Context: an optimization exercise on an open-source flow, tuned for small area and a short achievable clock period. The choices shown serve that exercise and are no tape-out recipe.
Where RTL was checked, it was by simulation tests only, not by an equivalence proof against the original.
Power and IR drop assume default switching activity.

Setup of try-willow:
## fft_mag_sq_frame
module fft_mag_sq_frame
#(
  parameter  int FFT_LEN = 64,
  localparam int IDX_W   = $clog2(FFT_LEN)
) (
  input  logic             aclk,
  input  logic             areset,
  input  logic [31:0]      slave_tdata,
  input  logic             slave_tvalid,
  output logic             slave_tready,
  output logic [31:0]      master_tdata,
  output logic             master_tvalid,
  input  logic             master_tready,
  output logic             master_tlast,
  output logic [IDX_W-1:0] peak_bin,
  output logic [31:0]      peak_mag,
  output logic             peak_valid
);
  localparam logic [IDX_W-1:0] LAST_IDX = IDX_W'(FFT_LEN - 1);
  logic             en_s, hs_s, first_s, last_s, upd_s;
  logic [15:0]      re_s, im_s, re_abs_s, im_abs_s;
  logic [31:0]      row0_s, row1_s, sum_s, mag_s;
  logic [15:0]      tree_a_s, tree_b_s;
  logic [31:0]      tree_row0_s, tree_row1_s;
  logic             s1_valid_r, s2_valid_r, s3_valid_r;
  logic [15:0]      s1_re_r, s1_im_r;
  logic [31:0]      s2_row0_r, s2_row1_r, s3_mag_r;
  logic [IDX_W-1:0] bin_cnt_r;
  logic [31:0]      run_max_r, peak_mag_r;
  logic [IDX_W-1:0] run_bin_r, peak_bin_r;
  logic             peak_valid_r;
  assign en_s         = master_tready;
  assign slave_tready = master_tready;
  assign re_s     = slave_tdata[15:0];
  assign im_s     = slave_tdata[31:16];
  assign re_abs_s = re_s[15] ? (~re_s + 16'd1) : re_s;
  assign im_abs_s = im_s[15] ? (~im_s + 16'd1) : im_s;
  always_ff @(posedge aclk) begin
    if (areset) begin
      s1_valid_r <= 1'b0;
      s2_valid_r <= 1'b0;
  ...
clock: 7.0 ns
lec_check: 0
abc_clock_period_in_ps: 3300
cap_margin: 20
core_margin: 2
core_utilization: 40
setup_slack_margin: 3.6
slew_margin: 20
synth_hierarchical: 1
synth_minimum_keep_size: 0
standard.sh (not shown) runs the stock make flow with config.mk's settings and CLKGATE_MAP_FILE= SYNTH_SCRIPT=/design/flow/synth_recipe.tcl, a recipe that flattens the netlist after the stock synthesis.
==> flow/flow/run.sh <==
#!/bin/bash
set -euo pipefail
bash standard.sh "BUFFER_PORTS_ARGS=-buffer_cell sky130_fd_sc_hd__buf_1" finish > standard.log 2>&1
Setup changes, try-willow to try-raven
# try-willow
export LEC_CHECK = 0
export ABC_CLOCK_PERIOD_IN_PS = 3300
export CAP_MARGIN = 20
export CORE_MARGIN = 2
export CORE_UTILIZATION = 40
export SETUP_SLACK_MARGIN = 3.6
export SLEW_MARGIN = 20
export SYNTH_HIERARCHICAL = 1
export SYNTH_MINIMUM_KEEP_SIZE = 0
create_clock -name core_clock -period 7.0 [get_ports {aclk}]
# try-raven
export LEC_CHECK = 0
export ABC_CLOCK_PERIOD_IN_PS = 3500
export CAP_MARGIN = 20
export CORE_MARGIN = 2
export CORE_UTILIZATION = 40
export SETUP_SLACK_MARGIN = 3.2
export SLEW_MARGIN = 20
export SYNTH_HIERARCHICAL = 1
export SYNTH_MINIMUM_KEEP_SIZE = 0
create_clock -name core_clock -period 7.0 [get_ports {aclk}]
Results
try-raven reached the end of the flow, and the finished layout is clean on the timing, design-rule and antenna checks.
| wire length on met3 | lower: try-willow |
try-willow → try-raven: power per cell area rose about 0.8%; worst setup slack now sits lower.
try-willow → try-raven: cell area after layout lost 740 um2, placed cell area saw little to no change, number of clock buffer instances in the layout decreased 3.4%, total number of cells along the worst setup path decreased by 1 relative to the old numbers, first-iteration DRC count shows an increase of 6.8%.
| overall power of the completed layout | try-raven vs try-willow | about 3% lower |
Modified inputs, try-indigo compared to try-raven
==> flow/run.sh (new file) <==
#!/bin/bash
# synth_recipe.tcl (not shown) runs the flow's synth.tcl, then flattens the netlist and writes it again
# the make line also repeats each setting of config.mk as NAME=value (left out here)
make -C /OpenROAD-flow-scripts/flow DESIGN_CONFIG=/design/flow/config.mk WORK_HOME=/design/flow/orfs CLKGATE_MAP_FILE= SYNTH_SCRIPT=/design/flow/synth_recipe.tcl finish
removed: flow/flow/run.sh
removed: flow/standard.sh
==> comparison <==
- Compared with try-raven, try-indigo shows a fraction of area in non-clock buffers that is 3.7 points higher.
- The critical path launch point comes out s1_im_r[6] in one run and s1_im_r[0] in the other, namely in try-raven and try-indigo respectively.
- try-indigo vs try-raven — total routing resource utilization after global routing dropped 0.28 points.
- Taking try-raven as the reference, in try-indigo final area went up; routed metal-1 wire length moved down; sequential cell area in the final layout comparable.
- try-indigo vs try-raven — met3 routed wirelength climbed by a little under 10%
Function was not checked in any run of this note: the RTL went through the layout flow alone.

========
Another version of the RTL of fft_mag_sq_frame (not shown whole).
Size in the first run: about 210 flip-flops.
clock: 7.0 ns
lec_check: 0
abc_clock_period_in_ps: 3500
cap_margin: 20
core_margin: 2
core_utilization: 40
cts_buf_list: sky130_fd_sc_hd__clkbuf_8
cts_cluster_size: 12
setup_slack_margin: 3.2
slew_margin: 20
synth_hierarchical: 1
synth_minimum_keep_size: 0
==> flow/flow/run.sh <==
#!/bin/bash
set -euo pipefail
bash standard.sh "BUFFER_PORTS_ARGS=-buffer_cell sky130_fd_sc_hd__buf_1" finish > standard.log 2>&1
Edit:
- CORE_UTILIZATION: 40 -> 60
- CTS_BUF_LIST: sky130_fd_sc_hd__clkbuf_8 -> default
- CTS_CLUSTER_SIZE: 12 -> default
Critical path depth does not change.
Hold slack gets worse by 0.014 ns.
Sequential cell count does not change.
Synthesized cell count stays the same.
Edit:
- CORE_UTILIZATION: 60 -> 40
- CTS_BUF_LIST: default -> sky130_fd_sc_hd__clkbuf_8
- CTS_CLUSTER_SIZE: default -> 18
Cell count came out higher by roughly a tenth. Sequential cell count is unchanged. Register-to-register slack stays flat. Total power is lower slightly. Sequential power hardly moves. Clock-buffer cell count goes up by 14. Global-route usage shrinks by 7.2 points. Utilization went down by 22 points. Clock skew fell by 0.0067 ns. Synthesized cell count stays the same. Worst setup slack gains 0.011 ns.
Edit:
- ABC_AREA: default -> 1
- CTS_BUF_LIST: sky130_fd_sc_hd__clkbuf_8 -> default
- CTS_CLUSTER_SIZE: 18 -> default
What happened: Core utilization rises by 1.3 points; cell count rises by 4.7%; clock-buffer cell count falls by 5; critical path depth does not change; via count falls by 0.90%; sequential cell count does not change.

========
fft_mag_sq_frame, a different RTL version from the one above (not shown whole).
Size: roughly 1200 cells after synthesis, ~0.015 mm^2 of cells after synthesis.
==> flow/config.mk <==
export PLATFORM = sky130hd
export DESIGN_NAME = fft_mag_sq_frame
export DESIGN_NICKNAME = fft_mag_sq_frame
export VERILOG_FILES = /design/flow/design.v
export SDC_FILE = /design/flow/constraint.sdc
export NUM_CORES = 4
export LEC_CHECK = 0
export ABC_CLOCK_PERIOD_IN_PS = 3100
export CAP_MARGIN = 20
export CORE_MARGIN = 2
export CORE_UTILIZATION = 40
export CTS_BUF_LIST = sky130_fd_sc_hd__clkbuf_8
export CTS_CLUSTER_DIAMETER = 50
export CTS_CLUSTER_SIZE = 16
export SETUP_SLACK_MARGIN = 3.7
export SLEW_MARGIN = 20
export SYNTH_HIERARCHICAL = 1
export SYNTH_MINIMUM_KEEP_SIZE = 0
==> flow/constraint.sdc <==
create_clock -name core_clock -period 7.0 [get_ports {aclk}]
set_input_delay 1.4000 -clock core_clock [delete_from_list [all_inputs] [get_ports {aclk}]]
set_output_delay 1.4000 -clock core_clock [all_outputs]
set_load 0.01 [all_outputs]
Scripts as last shown in full above: flow/flow/run.sh
The baseline produced a clean layout.
Change:
==> flow/flow/run.sh (replaced) <==
#!/bin/bash
set -euo pipefail
bash standard.sh \
  "BUFFER_PORTS_ARGS=-buffer_cell sky130_fd_sc_hd__buf_1" \
  "CTS_ARGS=-sink_clustering_enable -repair_clock_nets -sink_clustering_size 16 -sink_clustering_max_diameter 50 -buf_list sky130_fd_sc_hd__clkbuf_8 -dont_use_dummy_load" \
  finish > standard.log 2>&1
Settings changed: ABC_CLOCK_PERIOD_IN_PS 3100 to 2900, SETUP_SLACK_MARGIN 3.7 to 4.0, TNS_END_PERCENT set to 5.
The changed run completed with no timing, DRC or antenna violations.
Non-clock buffer count rises by 8.
Clock-buffer cell count shrinks by 1.
Synthesized cell count does not change.
Maximum frequency goes up by 2.0%.
Change:
Settings changed: ABC_CLOCK_PERIOD_IN_PS 2900 to 3000, SETUP_SLACK_MARGIN 4.0 to 3.85.
=> Die area stays the same. Setup slack got worse by 5.2 ps. Fmax barely changes. Clock-buffer cell count came out higher by 1. Routed wire length came out lower by 1.9%. Synthesized cell count does not change. Via count came out lower by 0.79%. First-iteration DRC count came out lower by 0.59%. Final cell count came out lower by 0.65%. Clock skew came out higher by 45 ps.
Change:
==> flow/flow/run.sh (replaced) <==
#!/bin/bash
set -euo pipefail
bash standard.sh "BUFFER_PORTS_ARGS=-buffer_cell sky130_fd_sc_hd__buf_1" finish > standard.log 2>&1
Settings changed: ABC_CLOCK_PERIOD_IN_PS 3000 to 3300, SETUP_SLACK_MARGIN 3.85 to 3.5, TNS_END_PERCENT 5 to not set.
After rerunning:
- utilization goes up by 0.32 points
- via count goes down by 1.3%
- clock skew goes down by 66 ps
- final cell count goes up by 0.87%
- wire length goes down by 1.6%
- sequential share of layout area goes down by 0.25 points
- combinational power barely changes
- non-clock buffer count goes down by 5
- clock power goes up by 30%
- total power goes up by 3.2%
- final area goes up by 0.69%
Change:
==> flow/flow/run.sh (replaced) <==
#!/bin/bash
set -euo pipefail
bash standard.sh \
  "BUFFER_PORTS_ARGS=-buffer_cell sky130_fd_sc_hd__buf_1" \
  "CTS_ARGS=-sink_clustering_enable -repair_clock_nets -sink_clustering_size 16 -sink_clustering_max_diameter 50 -buf_list sky130_fd_sc_hd__clkbuf_8 -dont_use_dummy_load" \
  finish > standard.log 2>&1
Settings changed: ABC_CLOCK_PERIOD_IN_PS 3300 to 3100, SETUP_SLACK_MARGIN 3.5 to 3.7, TNS_END_PERCENT set to 5.
=> First-iteration DRC count rises by a quarter to a third. Non-clock buffer count shrinks by 6. Clock skew climbs by 67 ps. Final area goes down slightly. Synthesized area stays the same. Power falls by a few percent. Routed wire length stays flat.

[port drivers added, routing unchanged]
No port has a modelled driver above. Below, the same layouts with a new extraction and two added sets of constraints. Step 1: set_driving_cell puts a clkbuf_16 on aclk and a buf_2 on each other input, an assumption about the parent block. Step 2, shift: input delay + t, output delay - t, t = (earliest + latest rising clock arrival at the registers) / 2. This alone moves slack from input paths to output paths. Three values: ideal, step 1, step 2; two values: the first two.
| run | t (ns) | slack for setup (ns) | slew at the worst register clock pin (ns) |
|---|---|---|---|
| try-willow | 0.595 | 3.391 / 3.391 / 3.391 | 0.06 / 0.06 |
| try-raven | 0.577 | 3.266 / 3.266 / 3.266 | 0.06 / 0.06 |
| try-indigo | 0.587 | 3.254 / 3.254 / 3.248 | 0.06 / 0.06 |
| the first run of note 2 | 0.579 | 3.279 / 3.279 / 3.279 | 0.06 / 0.06 |
| the second run of note 2 | 0.552 | 3.264 / 3.264 / 3.264 | 0.06 / 0.06 |
| the third run of note 2 | 0.609 | 3.276 / 3.276 / 3.276 | 0.07 / 0.07 |
| the fourth run of note 2 | 0.586 | 3.271 / 3.271 / 3.271 | 0.06 / 0.06 |
| the first run of note 3 | 0.648 | 3.639 / 3.639 / 3.639 | 0.09 / 0.09 |
| the second run of note 3 | 0.609 | 3.706 / 3.690 / 3.548 | 0.08 / 0.08 |
| the third run of note 3 | 0.598 | 3.701 / 3.701 / 3.637 | 0.09 / 0.09 |
| the fourth run of note 3 | 0.635 | 3.554 / 3.554 / 3.554 | 0.09 / 0.09 |
| the fifth run of note 3 | 0.599 | 3.603 / 3.603 / 3.603 | 0.09 / 0.09 |
After both steps setup and hold are still met in every run listed. For the second run of note 3, which loses most, drivers alone change the setup slack by -0.016 ns; drivers and shift together by -0.158 ns.
